This design comes from an exercise in tuning for a short achievable clock period and few clock cycles on the open sky130 flow, not from production work.
The RTL was checked by simulation tests, not by an equivalence proof against the original design.
Power figures rest on the tool's default switching activity, not on a simulated workload.

[design/flow/run.sh]
#!/bin/bash
# synth_recipe.tcl (not shown) runs the flow's synth.tcl, then flattens the netlist and writes it again
# the make line also repeats each setting of config.mk as NAME=value (left out here)
make -C /OpenROAD-flow-scripts/flow DESIGN_CONFIG=/design/flow/config.mk WORK_HOME=/design/flow/orfs CLKGATE_MAP_FILE= SYNTH_SCRIPT=/design/flow/synth_recipe.tcl finish
[design/flow/design.v]
package cpu_pkg;
    typedef logic [32-1:0]    word_t;
    typedef logic [5-1:0] reg_idx_t;
    typedef logic [5-1:0]   shamt_t;
    typedef enum logic [5-1:0] {
        ALU_ADD = 5'd0,
        ALU_SUB = 5'd1,
        ALU_AND = 5'd2,
        ALU_OR  = 5'd3,
        ALU_SLL = 5'd4,
        ALU_SRA = 5'd5
    } alu_op_e;
    typedef struct packed {
        logic    reg_write;
        logic    mem_read;
        logic    mem_write;
        logic    use_imm;
        logic [5-1:0] alu_op;
    } ctrl_t;
    typedef struct packed {
        word_t    pc;
        ctrl_t    ctrl;
        reg_idx_t rd;
        reg_idx_t rs;
        reg_idx_t rt;
        shamt_t   shamt;
        word_t    imm;
        word_t    op_a;
        word_t    op_b;
    } dx_t;
    typedef struct packed {
        ctrl_t    ctrl;
        reg_idx_t rd;
        word_t    alu_result;
        word_t    store_data;
    } xm_t;
    typedef struct packed {
        ctrl_t    ctrl;
        reg_idx_t rd;
        word_t    alu_result;
        word_t    load_data;
    } mw_t;
    typedef struct packed {
        reg_idx_t read_a;
        reg_idx_t read_b;
    } rf_read_t;
    typedef struct packed {
        logic     enable;
        reg_idx_t index;
        word_t    data;
    } rf_write_t;
    typedef struct packed {
        word_t address;
        word_t data;
        logic  wren;
    } dmem_req_t;
endpackage
module fetch_decode (
    input  logic              clock,
    input  logic              reset,
    input  logic              stall,
    input  cpu_pkg::word_t    q_imem,
    input  cpu_pkg::word_t    data_read_a,
    input  cpu_pkg::word_t    data_read_b,
    output cpu_pkg::word_t    address_imem,
    output cpu_pkg::rf_read_t rf_read,
    output cpu_pkg::dx_t      decoded
);
    cpu_pkg::word_t             pc;
    cpu_pkg::word_t             fd_pc;
    cpu_pkg::word_t             fd_insn;
    logic              fd_valid;
    logic [5-1:0] opcode;
    logic [5-1:0] alu_field;
    cpu_pkg::reg_idx_t          rd_field;
    cpu_pkg::reg_idx_t          rs_field;
    cpu_pkg::reg_idx_t          rt_field;
    cpu_pkg::ctrl_t             ctrl;
    cpu_pkg::reg_idx_t          idx_a;
    cpu_pkg::reg_idx_t          idx_b;
    always_ff @(posedge clock) begin
        if (reset) begin
            pc       <= '0;
            fd_valid <= 1'b0;
        end else if (!stall) begin
            pc       <= pc + 1'b1;
            fd_valid <= 1'b1;
        end
    end
    always_ff @(posedge clock) begin
        if (!stall) begin
            fd_insn <= q_imem;
            fd_pc   <= pc;
        end
    end
    assign address_imem = pc;
    assign opcode    = fd_insn[31:27];
    assign alu_field = fd_insn[6:2];
    assign rd_field  = fd_insn[26:22];
    assign rs_field  = fd_insn[21:17];
    assign rt_field  = fd_insn[16:12];
    always_comb begin
        ctrl  = '0;
        idx_a = '0;
        idx_b = '0;
        if (fd_valid) begin
            case (opcode)
                5'd0: begin
                    if (alu_field == cpu_pkg::ALU_ADD || alu_field == cpu_pkg::ALU_SUB
                            || alu_field == cpu_pkg::ALU_AND || alu_field == cpu_pkg::ALU_OR
                            || alu_field == cpu_pkg::ALU_SLL || alu_field == cpu_pkg::ALU_SRA) begin
                        ctrl.reg_write = 1'b1;
                        ctrl.alu_op    = alu_field;
                        idx_a          = rs_field;
                        idx_b          = rt_field;
                    end
                end
                5'd5: begin
                    ctrl.reg_write = 1'b1;
                    ctrl.use_imm   = 1'b1;
                    idx_a          = rs_field;
                end
                5'd8: begin
                    ctrl.reg_write = 1'b1;
                    ctrl.mem_read  = 1'b1;
                    ctrl.use_imm   = 1'b1;
                    idx_a          = rs_field;
                end
                5'd7: begin
                    ctrl.mem_write = 1'b1;
                    ctrl.use_imm   = 1'b1;
                    idx_a          = rs_field;
                    idx_b          = rd_field;
                end
                default: ;
            endcase
        end
    end
    assign rf_read.read_a = idx_a;
    assign rf_read.read_b = idx_b;
    always_comb begin
        decoded.pc    = fd_pc;
        decoded.ctrl  = ctrl;
        decoded.rd    = rd_field;
        decoded.rs    = idx_a;
        decoded.rt    = idx_b;
        decoded.shamt = fd_insn[11:7];
        decoded.imm   = {{(32 - 17){fd_insn[17-1]}}, fd_insn[17-1:0]};
        decoded.op_a  = (idx_a == '0) ? '0 : data_read_a;
        decoded.op_b  = (idx_b == '0) ? '0 : data_read_b;
    end
endmodule
module dx_latch (
    input  logic         clock,
    input  logic         reset,
    input  cpu_pkg::dx_t decoded,
    output cpu_pkg::dx_t dx,
    output logic         stall
);
    logic load_in_ex;
    logic hit_rs;
    logic hit_rt;
    assign load_in_ex = dx.ctrl.mem_read && (dx.rd != '0);
    assign hit_rs     = (decoded.rs == dx.rd);
    assign hit_rt     = (decoded.rt == dx.rd);
    assign stall      = load_in_ex && (hit_rs || hit_rt);
    always_ff @(posedge clock) begin
        dx <= decoded;
        if (reset || stall) begin
            dx.ctrl <= '0;
        end
    end
endmodule
module execute_stage (
    input  logic         clock,
    input  logic         reset,
    input  cpu_pkg::dx_t dx,
    input  cpu_pkg::mw_t mw,
    output cpu_pkg::xm_t xm
);
    cpu_pkg::word_t src_a;
    cpu_pkg::word_t src_b;
    cpu_pkg::word_t alu_b;
    cpu_pkg::word_t alu_result;
    cpu_pkg::xm_t   xm_next;
    function automatic logic [31:0] forward(
        input logic [4:0]  src,
        input logic [31:0] latched,
        input logic        mem_write_en,
        input logic [4:0]  mem_rd,
        input logic [31:0] mem_value,
        input logic        wb_write_en,
        input logic [4:0]  wb_rd,
        input logic [31:0] wb_value
    );
        logic [31:0] value;
        if (src != '0 && mem_write_en && mem_rd == src) begin
            value = mem_value;
        end else if (src != '0 && wb_write_en && wb_rd == src) begin
            value = wb_value;
        end else begin
            value = latched;
        end
        forward = value;
    endfunction
    logic        mem_fwd_en;
    logic        wb_fwd_en;
    logic [31:0] wb_value;
    assign mem_fwd_en = xm.ctrl.reg_write && !xm.ctrl.mem_read;
    assign wb_fwd_en  = mw.ctrl.reg_write;
    assign wb_value   = mw.ctrl.mem_read ? mw.load_data : mw.alu_result;
    always_comb begin
        src_a = forward(dx.rs, dx.op_a, mem_fwd_en, xm.rd, xm.alu_result,
                        wb_fwd_en, mw.rd, wb_value);
        src_b = forward(dx.rt, dx.op_b, mem_fwd_en, xm.rd, xm.alu_result,
                        wb_fwd_en, mw.rd, wb_value);
    end
    assign alu_b = dx.ctrl.use_imm ? dx.imm : src_b;
    always_comb begin
        case (dx.ctrl.alu_op)
            cpu_pkg::ALU_ADD: alu_result = src_a + alu_b;
            cpu_pkg::ALU_SUB: alu_result = src_a - alu_b;
            cpu_pkg::ALU_AND: alu_result = src_a & alu_b;
            cpu_pkg::ALU_OR:  alu_result = src_a | alu_b;
            cpu_pkg::ALU_SLL: alu_result = src_a << dx.shamt;
            cpu_pkg::ALU_SRA: alu_result = $signed(src_a) >>> dx.shamt;
            default: alu_result = '0;
        endcase
    end
    always_comb begin
        xm_next.ctrl       = dx.ctrl;
        xm_next.rd         = dx.rd;
        xm_next.alu_result = alu_result;
        xm_next.store_data = src_b;
    end
    always_ff @(posedge clock) begin
        xm <= xm_next;
        if (reset) begin
            xm.ctrl <= '0;
        end
    end
endmodule
module mem_writeback (
    input  logic               clock,
    input  logic               reset,
    input  cpu_pkg::xm_t       xm,
    input  cpu_pkg::word_t     q_dmem,
    output cpu_pkg::dmem_req_t dmem_req,
    output cpu_pkg::mw_t       mw,
    output cpu_pkg::rf_write_t rf_write
);
    cpu_pkg::mw_t mw_next;
    always_comb begin
        dmem_req.address = xm.alu_result;
        dmem_req.data    = xm.store_data;
        dmem_req.wren    = xm.ctrl.mem_write;
    end
    always_comb begin
        mw_next.ctrl       = xm.ctrl;
        mw_next.rd         = xm.rd;
        mw_next.alu_result = xm.alu_result;
        mw_next.load_data  = q_dmem;
    end
    always_ff @(posedge clock) begin
        mw <= mw_next;
        if (reset) begin
            mw.ctrl <= '0;
        end
    end
    always_comb begin
        rf_write.enable = mw.ctrl.reg_write && (mw.rd != '0);
        rf_write.index  = mw.rd;
        rf_write.data   = mw.ctrl.mem_read ? mw.load_data : mw.alu_result;
    end
endmodule
module processor (
    input  logic               clock,
    input  logic               reset,
    output cpu_pkg::word_t     address_imem,
    input  cpu_pkg::word_t     q_imem,
    output cpu_pkg::dmem_req_t dmem_req,
    input  cpu_pkg::word_t     q_dmem,
    output cpu_pkg::rf_read_t  rf_read,
    input  cpu_pkg::word_t     data_read_a,
    input  cpu_pkg::word_t     data_read_b,
    output cpu_pkg::rf_write_t rf_write
);
    cpu_pkg::dx_t  decoded;
    cpu_pkg::dx_t  dx;
    cpu_pkg::xm_t  xm;
    cpu_pkg::mw_t  mw;
    logic stall;
    fetch_decode fetch_decode_inst (
        .clock        (clock),
        .reset        (reset),
        .stall        (stall),
        .q_imem       (q_imem),
        .data_read_a  (data_read_a),
        .data_read_b  (data_read_b),
        .address_imem (address_imem),
        .rf_read      (rf_read),
        .decoded      (decoded)
    );
    dx_latch dx_latch_inst (
        .clock   (clock),
        .reset   (reset),
        .decoded (decoded),
        .dx      (dx),
        .stall   (stall)
    );
    execute_stage execute_stage_inst (
        .clock (clock),
        .reset (reset),
        .dx    (dx),
        .mw    (mw),
        .xm    (xm)
    );
    mem_writeback mem_writeback_inst (
        .clock    (clock),
        .reset    (reset),
        .xm       (xm),
        .q_dmem   (q_dmem),
        .dmem_req (dmem_req),
        .mw       (mw),
        .rf_write (rf_write)
    );
endmodule
module cpu_top (
    input  logic        clock,
    input  logic        reset,
    output logic [31:0] address_imem,
    input  logic [31:0] q_imem,
    output logic [31:0] dmem_address,
    output logic [31:0] dmem_data,
    output logic        dmem_wren,
    input  logic [31:0] q_dmem,
    output logic [4:0]  rf_read_a,
    output logic [4:0]  rf_read_b,
    input  logic [31:0] data_read_a,
    input  logic [31:0] data_read_b,
    output logic        rf_write_enable,
    output logic [4:0]  rf_write_index,
    output logic [31:0] rf_write_data
);
    cpu_pkg::dmem_req_t dmem_req;
    cpu_pkg::rf_read_t  rf_read;
    cpu_pkg::rf_write_t rf_write;
    processor processor_inst (
        .clock        (clock),
        .reset        (reset),
        .address_imem (address_imem),
        .q_imem       (q_imem),
        .dmem_req     (dmem_req),
        .q_dmem       (q_dmem),
        .rf_read      (rf_read),
        .data_read_a  (data_read_a),
        .data_read_b  (data_read_b),
        .rf_write     (rf_write)
    );
    assign dmem_address    = dmem_req.address;
    assign dmem_data       = dmem_req.data;
    assign dmem_wren       = dmem_req.wren;
    assign rf_read_a       = rf_read.read_a;
    assign rf_read_b       = rf_read.read_b;
    assign rf_write_enable = rf_write.enable;
    assign rf_write_index  = rf_write.index;
    assign rf_write_data   = rf_write.data;
endmodule
[design/flow/constraint.sdc]
create_clock -name core_clock -period 6.5 [get_ports {clock}]
set_input_delay 1.3000 -clock core_clock [delete_from_list [all_inputs] [get_ports {clock}]]
set_output_delay 1.3000 -clock core_clock [all_outputs]
set_load 0.01 [all_outputs]
[design/flow/config.mk]
export PLATFORM = sky130hd
export DESIGN_NAME = cpu_top
export DESIGN_NICKNAME = cpu_top
export VERILOG_FILES = /design/flow/design.v
export SDC_FILE = /design/flow/constraint.sdc
export NUM_CORES = 4
export LEC_CHECK = 0
export CAP_MARGIN = 20
export CORE_MARGIN = 2
export CORE_UTILIZATION = 40
export PLACE_DENSITY = 0.6
export SLEW_MARGIN = 20
==> run notes <==
Status
The flow ran to the end and the layout has no timing, DRC or antenna violations.

Logic synthesis
The post-synthesis sequential element count is ~310. The synthesized area per cell is 8.80 um2. The count of flip-flops with a built-in enable after synthesis is 32. For this run, the number of Yosys warnings is 4. The sequential cell area fraction in the yosys report is approximately 36%. The library cell occupying the most area in the post-synthesis netlist is sky130_fd_sc_hd__dfxtp_1. Summing every instance area after synthesis gives 18,200 um2. For this run, asynchronously set or reset flops after synthesis account for 0%. The distinct cell type count of the synthesized netlist is 85.

The cell count after synthesis is around 2,100. Ranked by total cell area, the synthesized netlist is headed by sky130_fd_sc_hd__dfxtp_1 (31%), sky130_fd_sc_hd__edfxtp_1 (5.3%), sky130_fd_sc_hd__mux2i_1 (5.2%). For this run, the leading register cell type out of synthesis is sky130_fd_sc_hd__dfxtp_1. The area share of the largest cell type after synthesis is 30.9%.

GRT
For this run the aggregate overflow at the end of global routing stands at 0. Global routing used 30.2% of the available tracks across all layers. The number of global-route vias before repair is 16,700. The first global-routing pass estimated 107 mm of wire.

The number of antenna violations at the first check in global routing is 0. Entering global routing, the biggest net connects 56 pins.

Place
The weighted congestion at the end of routability-driven global placement is 1.03. The number of buffer cells added on primary ports is about 270. Once detailed placement completed, the half-perimeter wirelength came to 56.8 mm.

Timing analysis after detailed placement gives a worst setup slack of between 200 and 300 ps.

Finish
The area added between synthesis and finish is 24.6%. The total area of multi-input combinational cells is 10,500 um2. The library cell used most frequently in the layout, excluding fill and tap cells, is sky130_fd_sc_hd__dfxtp_1.

The area taken by flip-flops and latches is approximately 6600 um2. The top cell types in the final layout, fill and taps aside, are sky130_fd_sc_hd__dfxtp_1 (277), sky130_fd_sc_hd__clkdlybuf4s50_1 (274), sky130_fd_sc_hd__nand2_1 (179). In the final layout, the share of cells above drive strength 1 is around an eighth. At the end of the flow, the number of nets in the layout was 2,436. The number of antenna diodes in the final layout is 0.

After filler insertion, the fill cell instance count of the layout stands at 4,292.

STA
The hold violation count in the final report is 0. The setup violation total in the final timing report is 0. Derived from the worst setup path, the maximum achievable clock frequency is around 160 MHz.

The clock skew after layout is 18.7 ps. Setup repair after global routing left no endpoint under its margin. The remaining max-slew budget at the tightest pin is about a quarter.

Subtracting the final worst setup slack from the clock period gives approximately 6200 ps. The number of pins with negative max-slew slack in the final report is 0. The final setup TNS is 0 ps.

Once routing completed, OpenROAD measured the worst setup slack at around 290 ps. Of the available clock period, the critical path in the final layout requires 95.5%. The actual slew at the worst max-slew pin is about 1100 ps.

CTS
The longest clock path from root to sink contains 3 buffers. After clock tree synthesis, the clock-pin slew on the worst setup and hold paths is ~70 ps. The CTS tree is yes. The clock latency reported for the late side of the worst-skew pair is around 550 ps. The H-tree depth reported by CTS is 2.

In this run the clock root is driven by a sky130_fd_sc_hd__clkbuf_16. The CTS buffer count is 37. The clock net in this run drives a total of between 300 and 400 sinks.

Detailed routing
The routed wirelength normalized by instance count is ~25 um. The first routing iteration left between 1,500 and 2,000 violations. The detailed-route DRC error count is 0.

The first TritonRoute pass finished after 8 iterations. The number of vias after detailed routing is about 17,000. The ratio of routed vias to standard cells is approximately 5.8. Once detail routing completed, the nets flagged for antenna violations numbered 0. The sum of routed wire length over all layers is roughly 73 mm.

Critical path
The signal arrival time at the worst endpoint is roughly 6600 ps. The worst register-to-register path begins at processor_inst.dx_latch_inst.dx[101]. Along the worst path, the maximum fanout reaches 20. STA classifies the critical path startpoint as a flip-flop.

The origin of the worst setup path is processor_inst.dx_latch_inst.dx[101]. The setup path with the least slack is of type flip-flop to flip-flop. The endpoint type of the worst setup path is a flip-flop. The required time at the worst-slack endpoint is around 6900 ps.

Floorplan
For this design the top-level I/O count stands at between 200 and 300. In this run the vertical extent of the chip is around 220 um. The floorplan step defined a die boundary enclosing around 47,000 um2. The floorplan step defined a core boundary enclosing around 45,000 um2. The standard-cell row count is around 80. The die width is about 220 um.

For this configuration, the core starts out at a cell density of 40.3%.

Job
The count of max-cap constraint violations is 0.

Power and ir drop
The leakage power of the design is ~8.9 nW. For this design the ratio of total power to cell area is 230 nW/um2. The cell internal power dissipation is roughly 3.7 mW.

Per report_power, the sequential group accounts for just over 40% of the total. The clock share of power is 39.6%. The share of total power in combinational logic is 19.2%. The worst-case IR drop observed on VDD is a little over 200 uV. For this design the total switching power over the nets is 1.51 mW.

Of the total power, the share spent switching nets is 28.9%.

Hold path
The hold path startpoint is processor_inst.fetch_decode_inst.fd_insn[10]. The type of the worst min-delay path is flip-flop to flip-flop.
sequential cells by signal, indices dropped and copies added, names as in the netlist:
name,count
processor_inst.fetch_decode_inst.fd_insn,32
processor_inst.execute_stage_inst.xm,72
processor_inst.dx_latch_inst.dx,105
processor_inst.fetch_decode_inst.fd_valid,1
processor_inst.mem_writeback_inst.mw,71
processor_inst.fetch_decode_inst.pc,32
through the flow:
stage | instance area [um2] | total power, mW | utilization [%] | std cells | hold WS (ps)
detailed placement | 21400 | 3.17 | 47.4 | 2825 | 329
global route | 22600 | 5.40 | 50.2 | 2898 | 346
global placement | 21400 | 3.17 | 47.4 | 2825 | 325
finish | 22600 | 5.22 | 50.2 | 2898 | 342
floorplan | 18200 | 2.74 | - | 2067 | 323
CTS | 22600 | 5.24 | 50.1 | 2892 | 342
worst max-delay path, stage by stage (launching register included):
cell	delay, ps
sky130_fd_sc_hd__dfxtp_1	460
sky130_fd_sc_hd__xnor2_1	230
sky130_fd_sc_hd__o211ai_4	150
sky130_fd_sc_hd__nor2_4	330
sky130_fd_sc_hd__buf_4	170
sky130_fd_sc_hd__buf_4	320
sky130_fd_sc_hd__mux2_2	410
sky130_fd_sc_hd__a221o_1	420
sky130_fd_sc_hd__nor3_1	220
sky130_fd_sc_hd__nand2_1	170
sky130_fd_sc_hd__nor2_1	160
sky130_fd_sc_hd__nor2_1	70
sky130_fd_sc_hd__xnor2_1	130
sky130_fd_sc_hd__ha_1	380
sky130_fd_sc_hd__nand2_1	100
sky130_fd_sc_hd__or4b_2	680
sky130_fd_sc_hd__o211ai_1	150
sky130_fd_sc_hd__a31oi_1	110
sky130_fd_sc_hd__o21ai_0	170
sky130_fd_sc_hd__a21oi_1	170
sky130_fd_sc_hd__o21a_1	250
sky130_fd_sc_hd__o21a_1	250
sky130_fd_sc_hd__and3_1	190
sky130_fd_sc_hd__a2111oi_2	320
sky130_fd_sc_hd__nand2_1	80
cells in the mapped netlist, drive strengths merged, types with 32 or more instances:
library cell and instances:
nor3 48, o21ai 106, nor2b 46, xnor2 70, a21oi 119, mux2 76
dfxtp 281, nand4 49, and2 50, nor2 178, edfxtp 32, buf 100
xor2 35, clkbuf 102, ha 35, o31ai 35, nand3 42, mux2i 94
nand2 179, inv 36
final timing paths:
check / slack, ps / to / depth (start not counted)
max: 290 / processor_inst.execute_stage_inst.xm[63] / 24
min: 340 / processor_inst.dx_latch_inst.dx[99] / 0
max reg2reg: 290 / processor_inst.execute_stage_inst.xm[63] / 24
min reg2reg: 340 / processor_inst.dx_latch_inst.dx[99] / 0
cell families (layout without fill, tap and decap cells):
logic type | after synthesis | in the layout | share of synthesized area, %
AO/OA/AOI/OAI | 457 | 457 | 16.6
AND/OR/NAND/NOR | 695 | 696 | 18.8
other | 1 | 2 | 0.0206
buffers and inverters | 239 | 469 | 6.63
XOR/XNOR | 105 | 105 | 5.06
adder cells (fa/ha/maj) | 65 | 65 | 4.12
multiplexers | 191 | 191 | 12.5
flip-flops | 313 | 313 | 36.2
routing by layer:
layer	vias to the layer above	wire length, um	global-route usage, %
met3	197	5340	5.17
met2	813	34600	50.6
met5	-	0	0
li1	7809	-	-
met1	8122	29100	37.2
met4	0	4070	15.7
power by group through the flow:
stage | clock network (mW) | logic (mW) | registers [mW]
global route | 2.18 | 1.07 | 2.15
global placement | 0 | 0.981 | 2.19
finish | 2.06 | 1.00 | 2.15
detailed placement | 0 | 0.982 | 2.19
CTS | 2.10 | 0.988 | 2.15
floorplan | 0 | 0.614 | 2.13
what timing repair did:
item                                   in CTS  in global routing
setup endpoints to repair                   0                  5
hold buffers                                0                  0
endpoints found under the hold margin       0                  0
setup buffers                               0                  5
gates resized for setup                     0                  7
layout make-up:
cell class / instances / share of cell area [%]
Clock buffer: 45 / 4.45
Clock inverter: 22 / 0.878
Inverter: 37 / 0.613
Multi-Input combinational cell: 1516 / 46.5
Sequential cell: 313 / 29.1
Tap cell: 600 / 3.31
Timing Repair Buffer: 365 / 15.1
Testbench counts, summed over its fixed seeds: cycles 14,165.

-- what the ideal ports hide --
Ports are ideal in the flow. The routed layout listed here was re-timed in OpenROAD.
Step 1 sets driving cells, clkbuf_16 on the clock port and buf_2 on the other inputs (assumed; they add their load-dependent delay and slew).
Step 2, shift: input delay + t, output delay - t, t = (earliest + latest rising clock arrival at the registers) / 2. This alone moves slack from input paths to output paths.
a / b / c = no drivers / after step 1 / after step 2; a / b = the first two.
t (ns): 0.597
setup WS [ns]: 0.294 / 0.294 / 0.294
clock arrival spread, ns: 0.019 / 0.019
slew at the worst register clock pin (ns): 0.07 / 0.07
pins driven straight from the clock port: 1
After both steps this run still meets setup and hold. For this run, drivers alone change the setup slack by 0.000 ns; drivers and shift together by 0.000 ns.
